What follows belongs to an exercise in optimizing a design on an open flow for small area and a short achievable clock period; a production flow would make more cautious choices. Only simulation tests tie the RTL to the original design; equivalence was not proved. Power figures rest on the tool's default switching activity, not on a simulated workload.

`design/flow/run.sh`:
```
#!/bin/bash
# synth_recipe.tcl (not shown) runs the flow's synth.tcl, then flattens the netlist and writes it again
# the make line also repeats each setting of config.mk as NAME=value (left out here)
make -C /OpenROAD-flow-scripts/flow DESIGN_CONFIG=/design/flow/config.mk WORK_HOME=/design/flow/orfs CLKGATE_MAP_FILE= SYNTH_SCRIPT=/design/flow/synth_recipe.tcl finish
```
`design/flow/config.mk`:
```
export PLATFORM = sky130hd
export DESIGN_NAME = daq_core
export DESIGN_NICKNAME = daq_core
export VERILOG_FILES = /design/flow/design.v
export SDC_FILE = /design/flow/constraint.sdc
export NUM_CORES = 4
export LEC_CHECK = 0
export CAP_MARGIN = 20
export CORE_MARGIN = 2
export CORE_UTILIZATION = 40
export SLEW_MARGIN = 20
```
`design/flow/constraint.sdc`:
```
create_clock -name core_clock -period 3.0 [get_ports {BUS_CLK}]
set_input_delay 0.6000 -clock core_clock [delete_from_list [all_inputs] [get_ports {BUS_CLK}]]
set_output_delay 0.6000 -clock core_clock [all_outputs]
set_load 0.01 [all_outputs]
```
`design/flow/design.v`:
```
`timescale 1ns/1ps
module bus_decoder (
    input  logic        BUS_CLK,
    input  logic        BUS_RST,
    input  logic [15:0] bus_add,
    input  logic [7:0]  bus_wr_data,
    input  logic        bus_rd,
    input  logic        bus_wr,
    output logic [7:0]  bus_rd_data,
    output logic        sys_rd,
    output logic        sys_wr,
    input  logic [7:0]  sys_rdata,
    output logic        pulse_rd,
    output logic        pulse_wr,
    input  logic [7:0]  pulse_rdata,
    output logic        ts_inj_rd,
    output logic        ts_inj_wr,
    input  logic [7:0]  ts_inj_rdata,
    output logic        ts_hor_rd,
    output logic        ts_hor_wr,
    input  logic [7:0]  ts_hor_rdata,
    output logic [8-1:0] offset,
    output logic [7:0]  wdata
);
    logic sel_sys;
    logic sel_pulse;
    logic sel_ts_inj;
    logic sel_ts_hor;
    assign sel_sys    = (bus_add >= 16'h0300) && (bus_add <= 16'h03FF);
    assign sel_pulse  = (bus_add >= 16'h0100) && (bus_add <= 16'h01FF);
    assign sel_ts_inj = (bus_add >= 16'h0700) && (bus_add <= 16'h07FF);
    assign sel_ts_hor = (bus_add >= 16'h0900) && (bus_add <= 16'h09FF);
    assign sys_rd    = bus_rd & sel_sys;
    assign sys_wr    = bus_wr & sel_sys;
    assign pulse_rd  = bus_rd & sel_pulse;
    assign pulse_wr  = bus_wr & sel_pulse;
    assign ts_inj_rd = bus_rd & sel_ts_inj;
    assign ts_inj_wr = bus_wr & sel_ts_inj;
    assign ts_hor_rd = bus_rd & sel_ts_hor;
    assign ts_hor_wr = bus_wr & sel_ts_hor;
    assign offset = bus_add[8-1:0];
    assign wdata  = bus_wr_data;
    always_ff @(posedge BUS_CLK) begin
        if (BUS_RST) begin
            bus_rd_data <= 8'h00;
        end else if (bus_rd) begin
            if (sel_sys)
                bus_rd_data <= sys_rdata;
            else if (sel_pulse)
                bus_rd_data <= pulse_rdata;
            else if (sel_ts_inj)
                bus_rd_data <= ts_inj_rdata;
            else if (sel_ts_hor)
                bus_rd_data <= ts_hor_rdata;
            else
                bus_rd_data <= 8'h00;
        end
    end
endmodule
`timescale 1ns/1ps
module system_regs (
    input  logic                 BUS_CLK,
    input  logic                 BUS_RST,
    input  logic                 regs_rd,
    input  logic                 regs_wr,
    input  logic [8-1:0] regs_offset,
    input  logic [7:0]           regs_wdata,
    output logic [7:0]           regs_rdata,
    output logic [28-1:0] ts_now,
    output logic                 resetb_ext,
    output logic [4:0]           led
);
    logic                 configured;
    logic [7:0]           gpio;
    logic [28-1:0] ts_snap;
    always_ff @(posedge BUS_CLK) begin
        if (BUS_RST)
            ts_now <= '0;
        else
            ts_now <= ts_now + 1'b1;
    end
    always_ff @(posedge BUS_CLK) begin
        if (BUS_RST) begin
            configured <= 1'b0;
            gpio       <= 8'h00;
        end else if (regs_wr) begin
            if (regs_offset == 8'd5)
                configured <= regs_wdata[0];
            if (regs_offset == 8'd8)
                gpio <= regs_wdata;
        end
    end
    always_ff @(posedge BUS_CLK) begin
        if (regs_rd && regs_offset == 8'd12)
            ts_snap <= ts_now;
    end
    assign resetb_ext = ~gpio[0];
    assign led        = gpio[5:1];
    always_comb begin
        case (regs_offset)
            8'd0:            regs_rdata = 8'd1;
            8'd1:              regs_rdata = 8'd0;
            8'd2:              regs_rdata = 8'd1;
            8'd3:              regs_rdata = 8'd0;
            8'd4:         regs_rdata = {7'b0, configured};
            8'd8:               regs_rdata = gpio;
            8'd12:          regs_rdata = ts_now[7:0];
            8'd12 + 8'd1:   regs_rdata = ts_snap[15:8];
            8'd12 + 8'd2:   regs_rdata = ts_snap[23:16];
            8'd12 + 8'd3:   regs_rdata = {4'b0, ts_snap[27:24]};
            default:                     regs_rdata = 8'h00;
        endcase
    end
endmodule
`timescale 1ns/1ps
module pulse_gen (
    input  logic     BUS_CLK,
    input  logic     BUS_RST,
    input  logic     regs_wr,
    input  logic [8-1:0] regs_offset,
    input  logic [7:0] regs_wdata,
    output logic [7:0] regs_rdata,
    input  logic     trig_in,
    output logic     pulse
);
    localparam logic [1:0] ST_IDLE  = 2'd0;
    localparam logic [1:0] ST_DELAY = 2'd1;
    localparam logic [1:0] ST_HIGH  = 2'd2;
    logic [7:0] delay;
    logic [7:0] width;
    logic       ext_en;
    logic [1:0] state;
    logic [7:0] cnt;
    logic       start;
    assign start = (regs_wr && regs_offset == 8'd0) || (trig_in && ext_en);
    always_ff @(posedge BUS_CLK) begin
        if (BUS_RST) begin
            delay  <= 8'h00;
            width  <= 8'h00;
            ext_en <= 1'b0;
        end else if (regs_wr) begin
            if (regs_offset == 8'd1)
                delay <= regs_wdata;
            if (regs_offset == 8'd2)
                width <= regs_wdata;
            if (regs_offset == 8'd3)
                ext_en <= regs_wdata[0];
        end
    end
    always_ff @(posedge BUS_CLK) begin
        if (BUS_RST) begin
            state <= ST_IDLE;
            cnt   <= 8'h00;
            pulse <= 1'b0;
        end else begin
            case (state)
                ST_IDLE: begin
                    if (start && width != 8'h00) begin
                        state <= ST_DELAY;
                        cnt   <= delay;
                    end
                end
                ST_DELAY: begin
                    if (cnt == 8'h00) begin
                        state <= ST_HIGH;
                        pulse <= 1'b1;
                        cnt   <= width - 8'd1;
                    end else begin
                        cnt <= cnt - 8'd1;
                    end
                end
                ST_HIGH: begin
                    if (cnt == 8'h00) begin
                        state <= ST_IDLE;
                        pulse <= 1'b0;
                    end else begin
                        cnt <= cnt - 8'd1;
                    end
                end
                default: begin
                    state <= ST_IDLE;
                    pulse <= 1'b0;
                end
            endcase
        end
    end
    always_comb begin
        case (regs_offset)
            8'd0: regs_rdata = {7'b0, state == ST_IDLE};
            8'd1: regs_rdata = delay;
            8'd2: regs_rdata = width;
            8'd3:  regs_rdata = {7'b0, ext_en};
            default:          regs_rdata = 8'h00;
        endcase
    end
endmodule
`timescale 1ns/1ps
module edge_timestamper #(
    parameter logic [3:0] IDENTIFIER = 4'b0000
) (
    input  logic                 BUS_CLK,
    input  logic                 BUS_RST,
    input  logic                 regs_wr,
    input  logic [8-1:0] regs_offset,
    input  logic [7:0]           regs_wdata,
    output logic [7:0]           regs_rdata,
    input  logic                 di,
    input  logic [28-1:0] ts_now,
    input  logic                 fifo_read,
    output logic                 fifo_empty,
    output logic [31:0]          fifo_data
);
    localparam int AW = $clog2(8);
    logic [1:0]    di_sync;
    logic          di_prev;
    logic          rise;
    logic          enable;
    logic [7:0]    lost;
    logic [31:0]   push_word;
    logic [31:0]   mem [8];
    logic [AW-1:0] wr_ptr;
    logic [AW-1:0] rd_ptr;
    logic [AW:0]   count;
    logic          full;
    logic          push;
    logic          pop;
    always_ff @(posedge BUS_CLK) begin
        if (BUS_RST) begin
            di_sync <= 2'b00;
            di_prev <= 1'b0;
        end else begin
            di_sync <= {di_sync[0], di};
            di_prev <= di_sync[1];
        end
    end
    assign rise = di_sync[1] & ~di_prev;
    assign push_word = {IDENTIFIER, ts_now};
    assign full       = (count == (AW + 1)'(8));
    assign fifo_empty = (count == '0);
    assign push       = rise & enable & ~full;
    assign pop        = fifo_read & ~fifo_empty;
    assign fifo_data  = mem[rd_ptr];
    always_ff @(posedge BUS_CLK) begin
        if (push)
            mem[wr_ptr] <= push_word;
    end
    always_ff @(posedge BUS_CLK) begin
        if (BUS_RST) begin
            wr_ptr <= '0;
            rd_ptr <= '0;
            count  <= '0;
        end else begin
            if (push)
                wr_ptr <= wr_ptr + 1'b1;
            if (pop)
                rd_ptr <= rd_ptr + 1'b1;
            if (push && !pop)
                count <= count + 1'b1;
            else if (pop && !push)
                count <= count - 1'b1;
        end
    end
    always_ff @(posedge BUS_CLK) begin
        if (BUS_RST) begin
            enable <= 1'b0;
            lost   <= 8'h00;
        end else begin
            if (regs_wr && regs_offset == 8'd0)
                enable <= regs_wdata[0];
            if (regs_wr && regs_offset == 8'd1)
                lost <= 8'h00;
            else if (rise && enable && full && lost != 8'hFF)
                lost <= lost + 8'd1;
        end
    end
    always_comb begin
        case (regs_offset)
            8'd0: regs_rdata = {7'b0, enable};
            8'd1:   regs_rdata = lost;
            default:        regs_rdata = 8'h00;
        endcase
    end
endmodule
`timescale 1ns/1ps
module rr_arbiter #(
    parameter int NUM_SOURCES = 2
) (
    input  logic                      BUS_CLK,
    input  logic                      BUS_RST,
    input  logic [NUM_SOURCES-1:0]    src_empty,
    input  logic [32*NUM_SOURCES-1:0] src_data,
    output logic [NUM_SOURCES-1:0]    src_read,
    input  logic                      arb_ready,
    output logic                      arb_write,
    output logic [31:0]               arb_data
);
    localparam int IW = (NUM_SOURCES > 1) ? $clog2(NUM_SOURCES) : 1;
    logic [IW-1:0] last;
    logic [IW-1:0] pick;
    logic          found;
    logic          pop;
    always_comb begin
        int cand;
        found = 1'b0;
        pick  = '0;
        for (int i = 1; i <= NUM_SOURCES; i++) begin
            cand = int'(last) + i;
            if (cand >= NUM_SOURCES)
                cand = cand - NUM_SOURCES;
            if (!found && !src_empty[cand]) begin
                found = 1'b1;
                pick  = IW'(cand);
            end
        end
    end
    assign pop      = found & arb_ready;
    assign src_read = pop ? (NUM_SOURCES'(1) << pick) : '0;
    always_ff @(posedge BUS_CLK) begin
        if (BUS_RST) begin
            last      <= IW'(NUM_SOURCES - 1);
            arb_write <= 1'b0;
        end else begin
            arb_write <= pop;
            if (pop)
                last <= pick;
        end
    end
    always_ff @(posedge BUS_CLK) begin
        if (pop)
            arb_data <= src_data[32*pick +: 32];
    end
endmodule
`timescale 1ns/1ps
module daq_core (
    input  logic        BUS_CLK,
    input  logic        BUS_RST,
    input  logic [15:0] bus_add,
    input  logic [7:0]  bus_wr_data,
    output logic [7:0]  bus_rd_data,
    input  logic        bus_rd,
    input  logic        bus_wr,
    input  logic        trig_in,
    input  logic        inj_loop_in,
    input  logic        hitor_in,
    output logic        inj_pulse,
    output logic        resetb_ext,
    output logic [4:0]  led,
    input  logic        arb_ready,
    output logic        arb_write,
    output logic [31:0] arb_data
);
    logic [28-1:0] ts_now;
    logic [1:0]           src_empty;
    logic [1:0]           src_read;
    logic [63:0]          src_data;
    logic [8-1:0] offset;
    logic [7:0] wdata;
    logic       sys_rd, sys_wr, pulse_rd, pulse_wr;
    logic       ts_inj_rd, ts_inj_wr, ts_hor_rd, ts_hor_wr;
    logic [7:0] sys_rdata, pulse_rdata, ts_inj_rdata, ts_hor_rdata;
    bus_decoder bus_decoder0 (
        .BUS_CLK      (BUS_CLK),
        .BUS_RST      (BUS_RST),
        .bus_add      (bus_add),
        .bus_wr_data  (bus_wr_data),
        .bus_rd       (bus_rd),
        .bus_wr       (bus_wr),
        .bus_rd_data  (bus_rd_data),
        .sys_rd       (sys_rd),
        .sys_wr       (sys_wr),
        .sys_rdata    (sys_rdata),
        .pulse_rd     (pulse_rd),
        .pulse_wr     (pulse_wr),
        .pulse_rdata  (pulse_rdata),
        .ts_inj_rd    (ts_inj_rd),
        .ts_inj_wr    (ts_inj_wr),
        .ts_inj_rdata (ts_inj_rdata),
        .ts_hor_rd    (ts_hor_rd),
        .ts_hor_wr    (ts_hor_wr),
        .ts_hor_rdata (ts_hor_rdata),
        .offset       (offset),
        .wdata        (wdata)
    );
    system_regs system_regs0 (
        .BUS_CLK     (BUS_CLK),
        .BUS_RST     (BUS_RST),
        .regs_rd     (sys_rd),
        .regs_wr     (sys_wr),
        .regs_offset (offset),
        .regs_wdata  (wdata),
        .regs_rdata  (sys_rdata),
        .ts_now      (ts_now),
        .resetb_ext  (resetb_ext),
        .led         (led)
    );
    pulse_gen pulse_inj (
        .BUS_CLK     (BUS_CLK),
        .BUS_RST     (BUS_RST),
        .regs_wr     (pulse_wr),
        .regs_offset (offset),
        .regs_wdata  (wdata),
        .regs_rdata  (pulse_rdata),
        .trig_in     (trig_in),
        .pulse       (inj_pulse)
    );
    edge_timestamper #(.IDENTIFIER(4'b0110)) ts_inj (
        .BUS_CLK     (BUS_CLK),
        .BUS_RST     (BUS_RST),
        .regs_wr     (ts_inj_wr),
        .regs_offset (offset),
        .regs_wdata  (wdata),
        .regs_rdata  (ts_inj_rdata),
        .di          (inj_loop_in),
        .ts_now      (ts_now),
        .fifo_read   (src_read[0]),
        .fifo_empty  (src_empty[0]),
        .fifo_data   (src_data[31:0])
    );
    edge_timestamper #(.IDENTIFIER(4'b0010)) ts_hor (
        .BUS_CLK     (BUS_CLK),
        .BUS_RST     (BUS_RST),
        .regs_wr     (ts_hor_wr),
        .regs_offset (offset),
        .regs_wdata  (wdata),
        .regs_rdata  (ts_hor_rdata),
        .di          (hitor_in),
        .ts_now      (ts_now),
        .fifo_read   (src_read[1]),
        .fifo_empty  (src_empty[1]),
        .fifo_data   (src_data[63:32])
    );
    rr_arbiter #(.NUM_SOURCES(2)) rr_arbiter0 (
        .BUS_CLK   (BUS_CLK),
        .BUS_RST   (BUS_RST),
        .src_empty (src_empty),
        .src_data  (src_data),
        .src_read  (src_read),
        .arb_ready (arb_ready),
        .arb_write (arb_write),
        .arb_data  (arb_data)
    );
endmodule
```
==> results.yml <==
status:
  status: "no timing/DRC/antenna violations"
logic_synthesis:
  ys_seq_elements: 622
  yosysTopAreaCell: "edfxtp_1"
  synth_top_cell_area_share: 0.5923
  synth_area_per_cell_um2: 16.16
  syn_inst: 1559
  yosysSeqAreaShare: 0.6916
  async_flop_share: 0
  synth_cell_type_count: 70
  ys.flop_type: "edfxtp_1"
  synth_area_leaders: "edfxtp_1 (59%), mux4_2 (10%), dfxtp_1 (9.9%)"
  syn_area_mm2: 0.02520
  synth_edf_count: 497
  ys_warn_count: 6
global_route:
  grt-ovfl-total: 0
  grt_pass1_wl_mm: 86.49
  antenna_found_initial: 1
  grt_max_degree: 59
  track_usage: 0.1771
  grt_pass1_vias: 14314
sta:
  slew_headroom: 0.4510
  tightest_slew_ps: 822.4
  setup_viol: 0
  timing.final.ws_setup_ps: 173.5
  report.final.slew_viol_count: 0
  hold_slack_ps: 438.7
  skew_ps: 14.24
  rsz0062_at_grt: "false"
  timing.final.crit_share: 0.9422
  fin_crit_ps: 2826
  timing_hold_violations_final: 0
  fmax_mhz: 353.8
placed_design:
  post-dp-hpwl_mm: 34.10
  place_ws_ps: -71.87
  port_buffers: 76
  place.gp.congestion: 0.8790
floorplanning:
  rows: 92
  core_area_mm2: 0.06262
  start_util: 0.4024
  die_y_um: 255.0
  ios: 80
  dieArea_mm2: 0.06501
  die-width_um: 255.0
pwr:
  vdd_drop_max_uv: 548.1
  p_per_area_mw_per_mm2: 718.3
  leakage_uw: 0.009467
  power.total_uw: 21340
cts:
  numClockSinks: 622
  htreeDepth: 3
  cts_tree: "built"
  cts_buffers: 67
  clock_latency_ps: 590
  path_clk_slew_ps: 60
  clk_path_buf_depth: 3
  clock-root-buffer: "clkbuf_16"
detailed_routing:
  vias: 14120
  first_pass_iters: 7
  wl_per_cell_um: 21.64
  drtIter0Drc: 1141
  wl_mm: 56.30
  drtAntennaViolNets: 0
  vias_per_cell: 5.427
  route.detailed.drc: 0
worst_setup_path:
  cp.required_ps: 3520
  critPathLaunch: "ts_inj.count[1]$_SDFFE_PP0P_"
  crit_type: "flop to flop"
  r2r-end: "ts_inj.count[3]$_SDFFE_PP0P_"
  ff2ff_path_depth: 12
  start_kind: "flop"
  r2r_slack_ps: 170
  endpoint_kind: "flop"
  critical_path_arrival_ps: 3340
  worst-path-max-fanout: 5
  r2r-start: "ts_inj.count[1]$_SDFFE_PP0P_"
  cp-endpoint: "ts_inj.count[3]$_SDFFE_PP0P_"
final_layout:
  drive_gt1_frac: 0.1902
  antenna_cells: 0
  fin_util: 0.4745
  final_nets: 1760
  syn_to_final_growth_pct: 17.93
worst_hold_path:
  hp-class: "flop to flop"
  worstHoldPathCells: 1
job:
  cap_violations: 0
how the worst min path moves through the flow:
stage | start | to | slack (ps)
after detailed placement | ts_hor.di_sync[0]$_SDFF_PP0_ | ts_hor.di_sync[1]$_SDFF_PP0_ | 430
after CTS | ts_hor.di_sync[0]$_SDFF_PP0_ | ts_hor.di_sync[1]$_SDFF_PP0_ | 440
after floorplan | ts_hor.di_sync[0]$_SDFF_PP0_ | ts_hor.di_sync[1]$_SDFF_PP0_ | 410
after global routing | ts_hor.di_sync[0]$_SDFF_PP0_ | ts_hor.di_sync[1]$_SDFF_PP0_ | 470
after global placement | ts_hor.di_sync[0]$_SDFF_PP0_ | ts_hor.di_sync[1]$_SDFF_PP0_ | 420
final | ts_hor.di_sync[0]$_SDFF_PP0_ | ts_hor.di_sync[1]$_SDFF_PP0_ | 440
metal layers:
metal / part of all wire / global-route usage
met1: 0.43 / 0.2327
met2: 0.50 / 0.3023
met3: 0.051 / 0.02959
met4: 0.020 / 0.05297
met5: 0 / 0
cell type report:
class                      instances  area [µm²]
fill                            5415       32910
clock buffer                      87        1804
timing repair buffer             156        1559
multi-input combinational        834        7472
clock inverter                    33       291.5
inverter                          24       90.09
tap                              846        1059
sequential                       622       17440
critical path, stage by stage, from the launching register on:
cell and delay, ps:
dfxtp_1 360, or4_4 540, a21oi_2 210, inv_2 80, nand3_2 120, ha_2 220, inv_2 60, ha_1 260
a21o_1 190, a21oi_2 170, xnor2_1 90, or3_1 320, a21oi_1 140
where the power goes:
part / leakage [µW] / switching, µW / internal, µW
Clock: 0.00101 / 3290 / 4610
Combinational: 0.00284 / 1890 / 1660
Sequential: 0.00561 / 202 / 9690
Total: 0.00947 / 5380 / 16000
cell usage in the layout, fill, tap and decap left out, drive strengths merged, types with 5 or more instances in the layout:
| cell | netlist | layout |
|---|---|---|
| clkdlybuf4s50 | 0 | 75 |
| and4 | 6 | 6 |
| nand2b | 8 | 8 |
| buf | 33 | 81 |
| nand3 | 32 | 32 |
| mux4 | 112 | 112 |
| edfxtp | 497 | 497 |
| nand4 | 15 | 15 |
| o2bb2ai | 7 | 7 |
| nor3b | 7 | 7 |
| clkinv | 0 | 21 |
| inv | 24 | 29 |
| and3 | 13 | 13 |
| or3 | 5 | 5 |
| a311oi | 8 | 8 |
| nor4 | 20 | 20 |
| nor3 | 20 | 20 |
| nor2b | 44 | 44 |
| mux2i | 59 | 59 |
| ha | 21 | 21 |
| dfxtp | 125 | 125 |
| or4 | 6 | 6 |
| a21oi | 63 | 63 |
| o22ai | 8 | 8 |
| o21ai | 37 | 37 |
| o32ai | 6 | 6 |
| clkbuf | 47 | 87 |
| nand2 | 50 | 50 |
| xor2 | 29 | 29 |
| o2111ai | 5 | 5 |
| mux2 | 7 | 7 |
| xnor2 | 31 | 31 |
| a211oi | 33 | 33 |
| a22oi | 11 | 11 |
| nor2 | 119 | 119 |
logic make-up after synthesis:
logic type               share of synthesized area
other                                    0.0002981
AND/OR/NAND/NOR                            0.07369
flip-flops                                  0.6916
AO/OA/AOI/OAI                              0.05691
adder cells (fa/ha/maj)                    0.01202
buffers and inverters                      0.01793
XOR/XNOR                                   0.02086
multiplexers                                0.1267
registers in the layout (all words and copies together) (netlist names), 3 cells and up, named ones only:
name                      cells
ts_hor.lost                   8
ts_inj.count                  4
ts_hor.rd_ptr                 3
bus_decoder0.bus_rd_data      8
ts_hor.mem                  224
ts_inj.wr_ptr                 3
ts_hor.wr_ptr                 3
rr_arbiter0.arb_data         29
ts_inj.lost                   8
pulse_inj.width               8
system_regs0.gpio             8
pulse_inj.cnt                 8
system_regs0.ts_now          28
system_regs0.ts_snap         20
ts_hor.count                  4
ts_inj.mem                  224
pulse_inj.delay               8
ts_inj.rd_ptr                 3
stage by stage:
| stage | cells | setup TNS [ps] | area, µm² |
|---|---|---|---|
| 2_1_floorplan | 1560 | -27040 | 25220 |
| 5_1_grt | 2602 | 0 | 29710 |
| 6_report | 2602 | 0 | 29710 |
| 3_3_place_gp | 2482 | 0 | 27600 |
| 4_1_cts | 2602 | 0 | 29700 |
| 3_5_place_dp | 2482 | -71.87 | 27600 |
synthesized netlist by cell type (24+ instances only):
cell	instances
edfxtp_1	497
dfxtp_1	125
nor2_1	118
mux4_2	112
a21oi_1	63
mux2i_1	59
nand2_1	50
clkbuf_1	47
nor2b_1	44
o21ai_0	37
a211oi_1	33
nand3_1	32
xnor2_1	31
xor2_1	29
inv_1	24
repair_timing:
item	4_1_cts	5_1_grt
resized for setup	2	6
setup endpoints to repair	1	1
setup buffers	0	0
hold buffers	0	0

[re-timing with driven ports]
The flow's constraints put no driver on any port. The routed layout listed below was extracted and timed again, unchanged, in two steps.
Step 1 (the two cells are an assumption about what drives the block):
set clk [get_ports {BUS_CLK}]
set_driving_cell -lib_cell sky130_fd_sc_hd__clkbuf_16 $clk
set_driving_cell -lib_cell sky130_fd_sc_hd__buf_2 [delete_from_list [all_inputs] $clk]
Step 2 adds t to the input delays and takes it off the output delays; t is the mean of the earliest and latest rising clock arrival at the registers after step 1. Input paths then give back, and output paths get back, about the clock's delay inside the block.
Slacks: ideal / step 1 / step 2; pairs: ideal / step 1.
shift t [ns]: 0.641
setup slack, ns: 0.174 / 0.174 / 0.033
worst setup path at the end: input to register
slew at the worst register clock pin (ns): 0.06 / 0.06
worst data-port slew with drivers (ns): 0.04
After both steps setup and hold are still met in this run. The setup slack of this run moves by 0.000 ns with the drivers and by -0.141 ns with both steps.
